This design comes from an exercise in tuning for small area, a short achievable clock period and few clock cycles per item on the open sky130 flow, not from production work. RTL that was checked went through simulation tests only; none was proved equivalent to the original. Power is estimated from default activity; no workload was simulated.

==> flow/design.v <==
`default_nettype none
package mnps_pkg;
  localparam int DEF_STACK_DEPTH = 16;
  localparam logic FUNC_NOTE_ON  = 1'b0;
  localparam logic FUNC_NOTE_OFF = 1'b1;
  localparam logic [1:0] ACT_NONE    = 2'd0;
  localparam logic [1:0] ACT_START   = 2'd1;
  localparam logic [1:0] ACT_SLIDE   = 2'd2;
  localparam logic [1:0] ACT_RELEASE = 2'd3;
  typedef struct packed {
    logic               func;
    logic        [15:0] note_id;
    logic signed [15:0] note_pitch;
    logic        [15:0] note_velocity;
  } evt_t;
  typedef struct packed {
    logic        [1:0]  action;
    logic        [15:0] voice_id;
    logic signed [15:0] voice_pitch;
    logic        [15:0] voice_velocity;
    logic               overflow;
    logic        [4:0]  held_count;
  } res_t;
  typedef struct packed {
    logic        [15:0] id;
    logic signed [15:0] pitch;
    logic        [15:0] velocity;
  } entry_t;
endpackage
`default_nettype wire
`default_nettype none
module mnps_stack #(
  parameter int STACK_DEPTH = mnps_pkg::DEF_STACK_DEPTH
) (
  input  wire logic                   clk,
  input  wire logic                   rst,
  input  wire logic                   up,
  input  wire logic [STACK_DEPTH-1:0] dn,
  input  wire logic [47:0]            wentry,
  input  wire logic [15:0]            key,
  output logic [STACK_DEPTH-1:0]      eq,
  output logic [STACK_DEPTH-1:0]      valid,
  output logic [STACK_DEPTH-1:0]      valid_n,
  output logic [47:0]                 ent0,
  output logic [47:0]                 ent1
);
  logic [47:0] mem [0:STACK_DEPTH-1];
  for (genvar i = 0; i < STACK_DEPTH; i++) begin : g_ent
    logic [47:0] below;
    logic [47:0] above;
    logic        vbelow;
    logic        vabove;
    logic        hold;
    if (i == 0) begin : g_first
      assign below  = wentry;
      assign vbelow = 1'b1;
    end else begin : g_mid
      assign below  = mem[i-1];
      assign vbelow = valid[i-1];
    end
    if (i == STACK_DEPTH - 1) begin : g_last
      assign above  = mem[i];
      assign vabove = 1'b0;
    end else begin : g_inner
      assign above  = mem[i+1];
      assign vabove = valid[i+1];
    end
    assign hold = !up && !dn[i];
    always_ff @(posedge clk) begin
      mem[i] <= ({48{up}} & below) | ({48{dn[i]}} & above) | ({48{hold}} & mem[i]);
    end
    assign valid_n[i] = (up && vbelow) || (dn[i] && vabove) || (hold && valid[i]);
    always_ff @(posedge clk) begin
      if (rst) begin
        valid[i] <= 1'b0;
      end else begin
        valid[i] <= valid_n[i];
      end
    end
    assign eq[i] = valid[i] && (mem[i][47:32] == key);
  end
  assign ent0 = mem[0];
  assign ent1 = mem[1];
endmodule
`default_nettype wire
`default_nettype none
module mono_note_priority_stack_unit #(
  parameter int STACK_DEPTH = mnps_pkg::DEF_STACK_DEPTH
) (
  input  wire logic           clk,
  input  wire logic           rst,
  input  wire logic           evt_valid,
  output logic                evt_ready,
  input  wire mnps_pkg::evt_t evt,
  output logic                res_valid,
  input  wire logic           res_ready,
  output mnps_pkg::res_t      res
);
  localparam int D = STACK_DEPTH;
  localparam logic [4:0] C_ONE = 5'd1;
  logic         a_v;
  logic         a_func;
  logic [15:0]  a_id;
  logic [15:0]  a_p;
  logic [15:0]  a_vel;
  logic [D-1:0] a_eq;      
  logic         b_v;
  logic         b_func;
  logic [15:0]  b_id;
  logic [15:0]  b_p;
  logic [15:0]  b_vel;
  logic [D-1:0] b_eq;      
  logic         b_go;      
  logic         b_up;      
  logic [D-1:0] b_dn;      
  logic         b_rem;     
  logic         b_deep;    
  logic         b_snd;     
  logic [1:0]     oc;
  mnps_pkg::res_t s_res;
  mnps_pkg::res_t n_res;
  logic [4:0]  cnt;
  logic [15:0] sid;
  logic        svld;
  logic          go;
  logic          r_v;
  logic          pop;
  logic [1:0]    oc_n;
  logic          b_free;
  logic          a_free;
  logic          a_v_n;
  logic          b_v_n;
  logic          go_n;
  logic [D-1:0]  eq;
  logic [D-1:0]  eq_c;
  logic [D-1:0]  a_eq_c;
  logic [D-1:0]  src_eq;
  logic [D-1:0]  hi_n;
  logic          found_n;
  logic          on_n;
  logic [15:0]   id_n;
  logic [15:0]   sid_n;
  logic          svld_n;
  logic [D-1:0]  valid;
  logic [D-1:0]  valid_n;
  logic          on;
  logic          one;
  logic          sel1;
  logic [47:0]   ent0;
  logic [47:0]   ent1;
  logic [47:0]   top;
  logic [4:0]    cnt_n;
  mnps_stack #(
    .STACK_DEPTH (D)
  ) u_stack (
    .clk     (clk),
    .rst     (rst),
    .up      (b_up),
    .dn      (b_dn),
    .wentry  ({b_id, b_p, b_vel}),
    .key     (evt.note_id),
    .eq      (eq),
    .valid   (valid),
    .valid_n (valid_n),
    .ent0    (ent0),
    .ent1    (ent1)
  );
  function automatic logic [D-1:0] corr(input logic [D-1:0] v, input logic top_eq,
                                        input logic up, input logic [D-1:0] dn);
    logic [D-1:0] r;
    if (up) begin
      r = {v[D-2:0], top_eq};
    end else begin
      for (int i = 0; i < D - 1; i++) begin
        r[i] = dn[i] ? v[i+1] : v[i];
      end
      r[D-1] = dn[D-1] ? 1'b0 : v[D-1];
    end
    corr = r;
  endfunction
  assign go     = b_go;
  assign r_v    = (oc != 2'd0);
  assign pop    = r_v && res_ready;
  assign oc_n   = oc + {1'b0, go} - {1'b0, pop};
  assign b_free = !b_v || go;
  assign a_free = !a_v || b_free;
  assign a_v_n  = a_free ? evt_valid : a_v;
  assign b_v_n  = b_free ? a_v : b_v;
  assign go_n   = b_v_n && !oc_n[1];
  assign eq_c = corr(eq, (b_id == evt.note_id), b_up, b_dn);
  assign a_eq_c  = corr(a_eq, (b_id == a_id), b_up, b_dn);
  assign src_eq  = b_free ? a_eq_c : b_eq;
  assign on_n    = b_free ? (a_func == mnps_pkg::FUNC_NOTE_ON) : (b_func == mnps_pkg::FUNC_NOTE_ON);
  assign id_n    = b_free ? a_id : b_id;
  always_comb begin
    hi_n[D-1] = 1'b0;
    for (int i = D - 2; i >= 0; i--) begin
      hi_n[i] = hi_n[i+1] | src_eq[i+1];
    end
  end
  assign found_n = hi_n[0] | src_eq[0];
  assign on    = (b_func == mnps_pkg::FUNC_NOTE_ON);
  assign one   = !valid[1];
  assign sel1  = !b_deep && valid[1];
  assign top   = sel1 ? ent1 : ent0;
  assign cnt_n = b_up ? cnt + C_ONE : b_rem ? cnt - C_ONE : cnt;
  always_comb begin
    sid_n  = sid;
    svld_n = svld;
    if (go && on) begin
      sid_n  = b_id;
      svld_n = 1'b1;
    end else if (b_rem && b_snd) begin
      if (one) begin
        svld_n = 1'b0;
      end else begin
        sid_n = top[47:32];
      end
    end
  end
  always_comb begin
    if (on) begin
      n_res = {mnps_pkg::ACT_START, b_id, b_p, b_vel, valid[D-1], cnt_n};
    end else if (b_rem && b_snd) begin
      n_res = {(one ? mnps_pkg::ACT_RELEASE : mnps_pkg::ACT_SLIDE), top, 1'b0, cnt_n};
    end else begin
      n_res = {mnps_pkg::ACT_NONE, 48'd0, 1'b0, cnt_n};
    end
  end
  always_ff @(posedge clk) begin
    if (rst) begin
      a_v       <= 1'b0;
      b_v       <= 1'b0;
      b_go      <= 1'b0;
      b_up      <= 1'b0;
      b_dn      <= '0;
      b_rem     <= 1'b0;
      oc        <= 2'd0;
      evt_ready <= 1'b1;
      res_valid <= 1'b0;
      cnt       <= 5'd0;
      svld      <= 1'b0;
    end else begin
      a_v       <= a_v_n;
      b_v       <= b_v_n;
      b_go      <= go_n;
      b_up      <= go_n && on_n && !valid_n[D-1];
      b_dn      <= (go_n && !on_n && found_n) ? ~hi_n : '0;
      b_rem     <= go_n && !on_n && found_n;
      oc        <= oc_n;
      evt_ready <= !a_v_n || !b_v_n || go_n;
      res_valid <= (oc_n != 2'd0);
      cnt       <= cnt_n;
      svld      <= svld_n;
    end
  end
  always_ff @(posedge clk) begin
    if (a_free) begin
      a_func <= evt.func;
      a_id   <= evt.note_id;
      a_p    <= evt.note_pitch;
      a_vel  <= evt.note_velocity;
      a_eq   <= eq_c;
    end
    if (b_free) begin
      b_func <= a_func;
      b_id   <= a_id;
      b_p    <= a_p;
      b_vel  <= a_vel;
    end
    b_eq   <= src_eq;
    b_deep <= hi_n[0];
    b_snd  <= svld_n && (sid_n == id_n);
    sid    <= sid_n;
    if (!oc[1]) begin
      s_res <= n_res;
    end
    if (!r_v || res_ready) begin
      res <= oc[1] ? s_res : n_res;
    end
  end
endmodule
`default_nettype wire
`default_nettype none
module mnps_top (
  input  wire logic        clk,
  input  wire logic        rst,
  input  wire logic        evt_valid,
  output logic             evt_ready,
  input  wire logic        evt_func,
  input  wire logic [15:0] evt_note_id,
  input  wire logic [15:0] evt_note_pitch,
  input  wire logic [15:0] evt_note_velocity,
  output logic             res_valid,
  input  wire logic        res_ready,
  output logic [1:0]       res_action,
  output logic [15:0]      res_voice_id,
  output logic [15:0]      res_voice_pitch,
  output logic [15:0]      res_voice_velocity,
  output logic             res_overflow,
  output logic [4:0]       res_held_count
);
  mnps_pkg::evt_t evt;
  mnps_pkg::res_t res;
  assign evt = {evt_func, evt_note_id, evt_note_pitch, evt_note_velocity};
  assign res_action         = res.action;
  assign res_voice_id       = res.voice_id;
  assign res_voice_pitch    = res.voice_pitch;
  assign res_voice_velocity = res.voice_velocity;
  assign res_overflow       = res.overflow;
  assign res_held_count     = res.held_count;
  mono_note_priority_stack_unit #(
    .STACK_DEPTH (mnps_pkg::DEF_STACK_DEPTH)
  ) u_unit (
    .clk       (clk),
    .rst       (rst),
    .evt_valid (evt_valid),
    .evt_ready (evt_ready),
    .evt       (evt),
    .res_valid (res_valid),
    .res_ready (res_ready),
    .res       (res)
  );
endmodule
`default_nettype wire
clock: 5.0 ns
lec_check: 0
cap_margin: 20
core_margin: 2
core_utilization: 40
setup_slack_margin: 3.3
slew_margin: 20
run.sh (not shown) runs the stock make flow with config.mk's settings and CLKGATE_MAP_FILE= SYNTH_SCRIPT=/design/flow/synth_recipe.tcl, a recipe that flattens the netlist after the stock synthesis.
The baseline completed with no timing, DRC or antenna violations.
Testbench counts at the start, summed over its fixed seeds: cycles 16,024, events 16,000.
Edit:
- SETUP_SLACK_MARGIN: 3.3 -> 2.5
Result:
- power came out lower by 9.1%
- count of clock-buffer cells in the layout came out higher by 14
- die area is unchanged
- via count came out lower by 11%
- clock skew came out lower by 0.0053 ns
- final area came out lower by 13%
- routed wire length came out lower by 26%
- fmax came out lower by 7.3%
- non-clock buffer count came out lower by 290
- area after synthesis stays the same
- first-iteration DRC count came out lower by 42%
Edit:
- SETUP_SLACK_MARGIN: 2.5 -> 3.0
What happened:
- maximum frequency grows by 5.9%
- global-route usage goes up by 1.5 points
- clock-buffer cell count grows by 9
- final cell count rises by about 1.7%
- power went up by 1.4%
- register-to-register slack improved by 0.15 ns
- cell area goes up by about 4%
Edit:
- CTS_BUF_LIST: unset -> sky130_fd_sc_hd__clkbuf_8
- CTS_CLUSTER_DIAMETER: unset -> 40
- CTS_CLUSTER_SIZE: unset -> 16
- SETUP_SLACK_MARGIN: 3.0 -> 2.7
Outcome: Via count drops by about 1.7%; global-route usage went down by 1.2 points; power came out lower by 5.7%.
Edit:
- CTS_BUF_LIST: sky130_fd_sc_hd__clkbuf_8 -> unset
- CTS_CLUSTER_DIAMETER: 40 -> unset
- CTS_CLUSTER_SIZE: 16 -> unset
Outcome: The changed run completed with no timing, DRC or antenna violations; hold slack hardly moves; non-clock buffer count decreases by 5; design area is higher by 0.80%.


mnps_top, a different RTL version from the one above (not shown whole).
Size: roughly 990 flip-flops, roughly 40000 um2 of cells after synthesis.
==> flow/config.mk <==
export PLATFORM = sky130hd
export DESIGN_NAME = mnps_top
export DESIGN_NICKNAME = mnps_top
export VERILOG_FILES = /design/flow/design.v
export SDC_FILE = /design/flow/constraint.sdc
export NUM_CORES = 4
export LEC_CHECK = 0
export CAP_MARGIN = 20
export CORE_MARGIN = 2
export CORE_UTILIZATION = 40
export SETUP_SLACK_MARGIN = 3.0
export SLEW_MARGIN = 20
==> flow/constraint.sdc <==
create_clock -name core_clock -period 5.0 [get_ports {clk}]
set_input_delay 1.0000 -clock core_clock [delete_from_list [all_inputs] [get_ports {clk}]]
set_output_delay 1.0000 -clock core_clock [all_outputs]
set_load 0.01 [all_outputs]
Testbench counts at the start, summed over its fixed seeds: cycles 16,016, events 16,000.
Change:
- SETUP_SLACK_MARGIN: 3.0 -> 2.0
The changed run completed with no timing, DRC or antenna violations.
Hold slack is about the same.
Cell area went down by 23%.
Fmax goes down by about 7%.
Clock skew is lower by 24 ps.
Setup slack loses 220 ps.
Wire length decreases by about 30%.
Die area is unchanged.
Clock power came out lower by about 2%.
Change:
- SETUP_SLACK_MARGIN: 2.0 -> 2.5
After rerunning: Total power rises by a few percent; register-to-register slack is better by 330 ps; wire length grows by roughly a tenth; synthesized area does not change; flip-flop and latch count is unchanged; combinational power grows by a quarter to a third; worst hold slack is better by 3.4 ps; final area grows by a few percent; via count goes up by a few percent; die area does not change.
Change:
- CTS_BUF_LIST: default -> sky130_fd_sc_hd__clkbuf_8
- CTS_CLUSTER_DIAMETER: default -> 45
- CTS_CLUSTER_SIZE: default -> 20
The new run ran to the end with no violations.
First-iteration DRC count rises by 2.1%.
Design area grows by about 1.1%.
Non-clock buffer count went up by 33.
Core utilization climbs by 0.54 points.
Count of clock-buffer cells in the layout came out lower by 29.
Die area is unchanged.
Routed wire length increases by 3.1%.
Total power shrinks by 2.4%.
Sequential power stays flat.
Sequential share of layout area falls by 0.48 points.
Register-to-register slack degrades by 80 ps.


Another version of the RTL of mnps_top (not shown whole).
Size in the first run: ~1100 flip-flops, about 110 I/O pins, about 0.042 mm^2 of cells after synthesis.
Settings: LEC_CHECK=0, CAP_MARGIN=20, CORE_MARGIN=2, CORE_UTILIZATION=40, GPL_ROUTABILITY_DRIVEN=0, SETUP_SLACK_MARGIN=2.7, SLEW_MARGIN=20; clock period 5.0 ns.
Testbench counts at the start, summed over its fixed seeds: cycles 16,024, events 16,000.
Next try:
GPL_ROUTABILITY_DRIVEN = unset   (was 0)
SETUP_SLACK_MARGIN = 2.9   (was 2.7)
After rerunning: The new run completed with no timing, DRC or antenna violations. Wire length is higher by 2.8%. Critical path depth is lower by 7. First-iteration DRC count is higher by 11%. Global-route usage is higher by 0.67 points. Clock-buffer cell count is lower by 3. Maximum frequency is higher by 0.79%.
Next try:
SETUP_SLACK_MARGIN = 2.7   (was 2.9)
Result: The new run finished clean. Routed wire length shrinks by a few percent. Final cell count shrinks slightly. Power barely changes. Global-route usage shrinks by 0.55 points. Sequential power stays flat. Clock power grows slightly. First-iteration DRC count shrinks slightly. Synthesized cell count is unchanged. Worst setup slack stays flat.


mnps_top, a different RTL version from the one above (not shown whole).
Size: roughly 4500 cells after synthesis, ~1000 flip-flops, roughly 110 I/O pins, roughly 41000 um2 of cells after synthesis.
Design mnps_top, start of the top module:
module mnps_top (
  input  wire logic        clk,
  input  wire logic        rst,
  input  wire logic        evt_valid,
  output logic             evt_ready,
  input  wire logic        evt_func,
  input  wire logic [15:0] evt_note_id,
  input  wire logic [15:0] evt_note_pitch,
  input  wire logic [15:0] evt_note_velocity,
  output logic             res_valid,
  input  wire logic        res_ready,
  output logic [1:0]       res_action,
  output logic [15:0]      res_voice_id,
  output logic [15:0]      res_voice_pitch,
  output logic [15:0]      res_voice_velocity,
  output logic             res_overflow,
  output logic [4:0]       res_held_count
);
Settings: LEC_CHECK=0, CAP_MARGIN=20, CORE_MARGIN=2, CORE_UTILIZATION=40, SETUP_SLACK_MARGIN=1.0, SLEW_MARGIN=20; clock period 5.0 ns.
Change:
- SETUP_SLACK_MARGIN: 1.0 -> 2.5
Non-clock buffer count rises by 124.
Via count rises by 3.3%.
Synthesized cell count does not change.
Flip-flop and latch count does not change.
Function was not checked in any run of this note: the RTL went through the layout flow alone.

==> separate check: timing with driven ports <==
In the flow no input, the clock included, has a driving cell. The finished layouts below were timed again as built, in two steps. Step 1, drivers: a clkbuf_16 drives clk and a buf_2 each remaining input, both assumed. Step 2 moves the port delays by t, midway between the first and last clock arrival at a register: inputs arrive t later, outputs are due t later. That takes back most of the time a late clock gives input paths. Slacks: no drivers / after step 1 / after step 2; pairs: no drivers / after step 1.
run	t, ns	slack for setup (ns)	hold WS [ns]	clock arrival spread, ns	worst register clock-pin slew, ns
the first run of note 1	0.758	2.741 / 2.671 / 2.035	0.419 / 0.419 / 0.419	0.027 / 0.027	0.07 / 0.07
the second run of note 1	0.745	2.563 / 2.503 / 1.884	0.413 / 0.413 / 0.413	0.020 / 0.020	0.07 / 0.07
the third run of note 1	0.744	2.698 / 2.682 / 2.003	0.418 / 0.418 / 0.418	0.029 / 0.029	0.07 / 0.07
the fourth run of note 1	0.871	2.601 / 2.534 / 1.846	0.412 / 0.412 / 0.412	0.048 / 0.048	0.10 / 0.10
the fifth run of note 1	0.748	2.703 / 2.678 / 2.005	0.413 / 0.413 / 0.413	0.019 / 0.019	0.07 / 0.07
the first run of note 2	0.754	2.260 / 2.260 / 1.776	0.457 / 0.457 / 0.457	0.049 / 0.049	0.07 / 0.07
the second run of note 2	0.726	2.044 / 2.044 / 1.402	0.455 / 0.455 / 0.455	0.022 / 0.021	0.07 / 0.07
the third run of note 2	0.744	2.375 / 2.375 / 1.878	0.459 / 0.459 / 0.459	0.023 / 0.023	0.07 / 0.07
the fourth run of note 2	0.812	2.299 / 2.299 / 1.781	0.462 / 0.462 / 0.462	0.047 / 0.047	0.12 / 0.12
the first run of note 3	0.740	2.686 / 2.649 / 2.032	0.418 / 0.418 / 0.418	0.027 / 0.027	0.07 / 0.07
the second run of note 3	0.744	2.704 / 2.633 / 2.124	0.415 / 0.415 / 0.415	0.028 / 0.028	0.07 / 0.07
the third run of note 3	0.747	2.705 / 2.643 / 2.094	0.413 / 0.413 / 0.413	0.034 / 0.034	0.07 / 0.07
the first run of note 4	0.724	1.356 / 1.397 / 0.673	0.452 / 0.452 / 0.452	0.021 / 0.022	0.07 / 0.07
the second run of note 4	0.736	2.356 / 2.385 / 1.650	0.447 / 0.447 / 0.447	0.037 / 0.037	0.06 / 0.06
After both steps every run listed still meets setup and hold. The setup slack of the fourth run of note 1, which loses most, moves by -0.067 ns with the drivers and by -0.755 ns with both steps.
